This design comes from an exercise in tuning for small area on the open sky130 flow, not from production work. In this exercise RTL edits were held to simulation tests only and were not proved equivalent to the original. No activity file was given, so power comes from the tool's default toggle rates.

// multicycle_datapath
module multicycle_datapath #(
  parameter int PC_W       = 9,
  parameter int INS_W      = 32,
  parameter int RF_ADDRESS = 5,
  parameter int DATA_W     = 64,
  parameter int DM_ADDRESS = 9,
  parameter int ALU_CC_W   = 4
) (
  input  logic                  clk,
  input  logic                  reset,
  output logic                  imem_req,
  output logic [PC_W-1:0]       imem_addr,
  input  logic                  imem_ready,
  input  logic [INS_W-1:0]      imem_rdata,
  output logic                  dmem_req,
  output logic                  dmem_we,
  output logic [DM_ADDRESS-1:0] dmem_addr,
  output logic [DATA_W-1:0]     dmem_wdata,
  input  logic                  dmem_ready,
  input  logic [DATA_W-1:0]     dmem_rdata,
  output logic                  retire,
  output logic                  illegal,
  output logic [PC_W-1:0]       pc_out
);
  localparam logic [3:0] S_CLEAR = 4'd0;   
  localparam logic [3:0] S_FETCH = 4'd1;   
  localparam logic [3:0] S_WAITX = 4'd2;   
  localparam logic [3:0] S_P1    = 4'd3;   
  localparam logic [3:0] S_P2    = 4'd4;   
  localparam logic [3:0] S_MEM   = 4'd5;   
  localparam logic [3:0] S_WAITW = 4'd6;   
  localparam logic [3:0] S_WB    = 4'd7;   
  localparam logic [3:0] S_RET   = 4'd8;   
  localparam logic [3:0] S_UPD   = 4'd9;   
  localparam logic [3:0] S_HALT  = 4'd10;  
  localparam logic [2:0] K_ADD  = 3'd0;
  localparam logic [2:0] K_AND  = 3'd1;
  localparam logic [2:0] K_OR   = 3'd2;
  localparam logic [2:0] K_SLT  = 3'd3;
  localparam logic [2:0] K_ADDI = 3'd4;
  localparam logic [2:0] K_LD   = 3'd5;
  localparam logic [2:0] K_SD   = 3'd6;
  localparam logic [2:0] K_BEQ  = 3'd7;
  logic [3:0]  state_q;
  logic [5:0]  cnt_q;
  logic [8:1]  pc_q;
  logic [2:0]  kind_q;
  logic [4:0]  rs1_q, lo_q, rdf_q;
  logic [6:0]  hi_q;
  logic [63:0] w_q;
  logic        c_q;
  logic [6:0] i_opc, i_f7;
  logic [2:0] i_f3;
  logic       i_legal;
  logic [2:0] i_kind;
  assign i_opc = imem_rdata[6:0];
  assign i_f3  = imem_rdata[14:12];
  assign i_f7  = imem_rdata[31:25];
  always_comb begin
    i_legal = 1'b1;
    i_kind  = K_ADD;
  ...
export LEC_CHECK = 0
export ABC_AREA = 1
export CAP_MARGIN = 20
export CORE_MARGIN = 2
export CORE_UTILIZATION = 60
export SLEW_MARGIN = 20
create_clock -name core_clock -period 15.0 [get_ports {clk}]
standard.sh (not shown) runs the stock make flow with config.mk's settings and CLKGATE_MAP_FILE= SYNTH_SCRIPT=/design/flow/synth_recipe.tcl, a recipe that flattens the netlist after the stock synthesis.
==> flow/flow/run.sh <==
#!/bin/bash
# Standard ORFS layout (the standard.sh), with smaller port buffers and a
# clock tree built without dummy loads from smaller clock buffers.
set -euo pipefail
export BUFFER_PORTS_ARGS="-buffer_cell sky130_fd_sc_hd__buf_1"
export CTS_ARGS="-sink_clustering_enable -repair_clock_nets -dont_use_dummy_load -buf_list sky130_fd_sc_hd__clkbuf_4 -root_buf sky130_fd_sc_hd__clkbuf_16 -sink_clustering_size 10 -sink_clustering_max_diameter 40"
bash standard.sh > standard_flow.log 2>&1
Edit:
--- a/flow/design.v
+++ b/flow/design.v
@@ -42,14 +42,15 @@
   localparam logic [2:0] K_SD   = 3'd6;
   localparam logic [2:0] K_BEQ  = 3'd7;
   logic [3:0]  state_q;
   logic [5:0]  cnt_q;
   logic [8:1]  pc_q;
   logic [2:0]  kind_q;
-  logic [4:0]  rs1_q, lo_q, rdf_q;
+  logic [4:0]  rs1_q, rs2_q, rdf_q;
   logic [6:0]  hi_q;
+  logic [8:0]  addr_q;
   logic [63:0] w_q;
   logic        c_q;
   logic [6:0] i_opc, i_f7;
   logic [2:0] i_f3;
   logic       i_legal;
   logic [2:0] i_kind;
@@ -92,22 +93,18 @@
       logic [63:0] r_q;
       always_ff @(posedge clk)
         r_q <= {wen[gi] ? wbit : r_q[0], r_q[63:1]};
       assign head[gi] = r_q[0];
     end
   endgenerate
-  logic k_sfmt;
-  assign k_sfmt = k_sd | k_beq;
-  assign rsel  = (state_q == S_P1) ? (k_sfmt ? rdf_q : lo_q) : rs1_q;
+  assign rsel  = (state_q == S_P1) ? rs2_q : rs1_q;
   assign r_bit = head[rsel];
+  logic [11:0] imm12;
   logic        imm_bit, a, b, bx, cin, sum, cout, lt, alu_bit;
-  always_comb begin
-    if (cnt_q < 6'd9)        imm_bit = lo_q[0];
-    else if (cnt_q < 6'd11)  imm_bit = cnt_q[0] ? hi_q[4] : hi_q[5];
-    else                     imm_bit = hi_q[6];
-  end
+  assign imm12   = {hi_q, k_sd ? rdf_q : rs2_q};
+  assign imm_bit = (cnt_q >= 6'd11) ? imm12[11] : imm12[cnt_q[3:0]];
   assign a    = r_bit;
   assign b    = k_imm ? imm_bit : w_q[0];
   assign bx   = b ^ k_sub;
   assign cin  = (cnt_q == 6'd0) ? k_sub : c_q;
   assign sum  = a ^ bx ^ cin;
   assign cout = (a & bx) | (a & cin) | (bx & cin);
@@ -135,13 +132,13 @@
                   ((state_q == S_RET) & k_slt);
   always_comb begin
     for (int i = 1; i < 32; i++)
       wen[i] = (state_q == S_CLEAR) | (we_any & (rdf_q == 5'(i)));
   end
   logic [8:1] pc_add_b, pc_sum;
-  assign pc_add_b = (state_q == S_UPD) ? {hi_q[3:0], lo_q[4:1]} : 8'd2;
+  assign pc_add_b = (state_q == S_UPD) ? {hi_q[3:0], rdf_q[4:1]} : 8'd2;
   assign pc_sum   = pc_q + pc_add_b;
   logic cnt_end, mem_hs;
   assign cnt_end = (cnt_q == 6'd63);
   assign mem_hs  = (state_q == S_MEM) & dmem_ready;
   always_ff @(posedge clk) begin
     if (reset) begin
@@ -171,42 +168,37 @@
           pc_q    <= pc_sum;
         end
         default: state_q <= S_HALT;
       endcase
     end
   end
-  logic i_sfmt, fetch_hs, a_shift;
-  assign i_sfmt   = imem_rdata[5] & ~imem_rdata[4];
-  assign fetch_hs = (state_q == S_FETCH) & imem_ready;
-  assign a_shift  = (state_q == S_P2) & k_imm & (cnt_q < 6'd9);
-  always_ff @(posedge clk) begin
-    if (fetch_hs) begin
+  always_ff @(posedge clk) begin
+    if ((state_q == S_FETCH) && imem_ready) begin
       kind_q <= i_kind;
       rs1_q  <= imem_rdata[19:15];
-      rdf_q  <= i_sfmt ? imem_rdata[24:20] : imem_rdata[11:7];
-      hi_q[6:4] <= imem_rdata[31:29];
+      rs2_q  <= imem_rdata[24:20];
+      rdf_q  <= imem_rdata[11:7];
+      hi_q   <= imem_rdata[31:25];
     end
-    if (fetch_hs) begin
-      lo_q      <= i_sfmt ? imem_rdata[11:7] : imem_rdata[24:20];
-      hi_q[3:0] <= imem_rdata[28:25];
-    end else if (a_shift) begin
-      {hi_q[3:0], lo_q} <= {sum, hi_q[3:0], lo_q[4:1]};
-    end
   end
   always_ff @(posedge clk) c_q <= c_d;
+  always_ff @(posedge clk) begin
+    if ((state_q == S_P2) && (cnt_q < 6'd9))
+      addr_q <= {sum, addr_q[8:1]};
+  end
   logic w_shift, w_in;
   assign w_shift = (state_q == S_P1) || ((state_q == S_P2) && !k_sd) || (state_q == S_WB);
   assign w_in    = r_bit & (state_q == S_P1);
   always_ff @(posedge clk) begin
     if (mem_hs || w_shift)
       w_q <= (dmem_rdata & {64{state_q == S_MEM}}) | {w_in, w_q[63:1]};
   end
   assign imem_req   = (state_q == S_FETCH);
   assign imem_addr  = {pc_q, 1'b0};
   assign dmem_req   = (state_q == S_MEM);
   assign dmem_we    = k_sd;
-  assign dmem_addr  = {hi_q[3:0], lo_q};
+  assign dmem_addr  = addr_q;
   assign dmem_wdata = w_q;
   assign retire     = (state_q == S_RET);
   assign illegal    = (state_q == S_HALT);
   assign pc_out     = {pc_sum, 1'b0};
 endmodule
Cell area grows by about 0.3%.
Clock power is about the same.
Routed wire length grows by 1.5%.
Via count shrinks by 1.6%.
Clock-buffer cell count grows by 1.
Non-clock buffer count grows by 2.
Cell count shrinks by about 0.4%.
Sequential cell count grows by 9.

[static timing again, ports no longer ideal]
Ports are ideal in the flow. The routed layouts listed here were re-timed in OpenROAD.
Step 1, drivers: a clkbuf_16 drives clk and a buf_2 each remaining input, both assumed.
Step 2, shift: input delay + t, output delay - t, t = (earliest + latest rising clock arrival at the registers) / 2. This alone moves slack from input paths to output paths.
Slacks: no drivers / after step 1 / after step 2; pairs: no drivers / after step 1.
run | t (ns) | setup slack, ns | slew at the worst register clock pin (ns) | pins driven straight from the clock port
the first run | 0.777 | 8.667 / 8.599 / 9.376 | 0.11 / 0.11 | 1
the second run | 0.770 | 8.206 / 8.140 / 8.910 | 0.11 / 0.11 | 1
After both steps setup and hold are still met in every run listed.
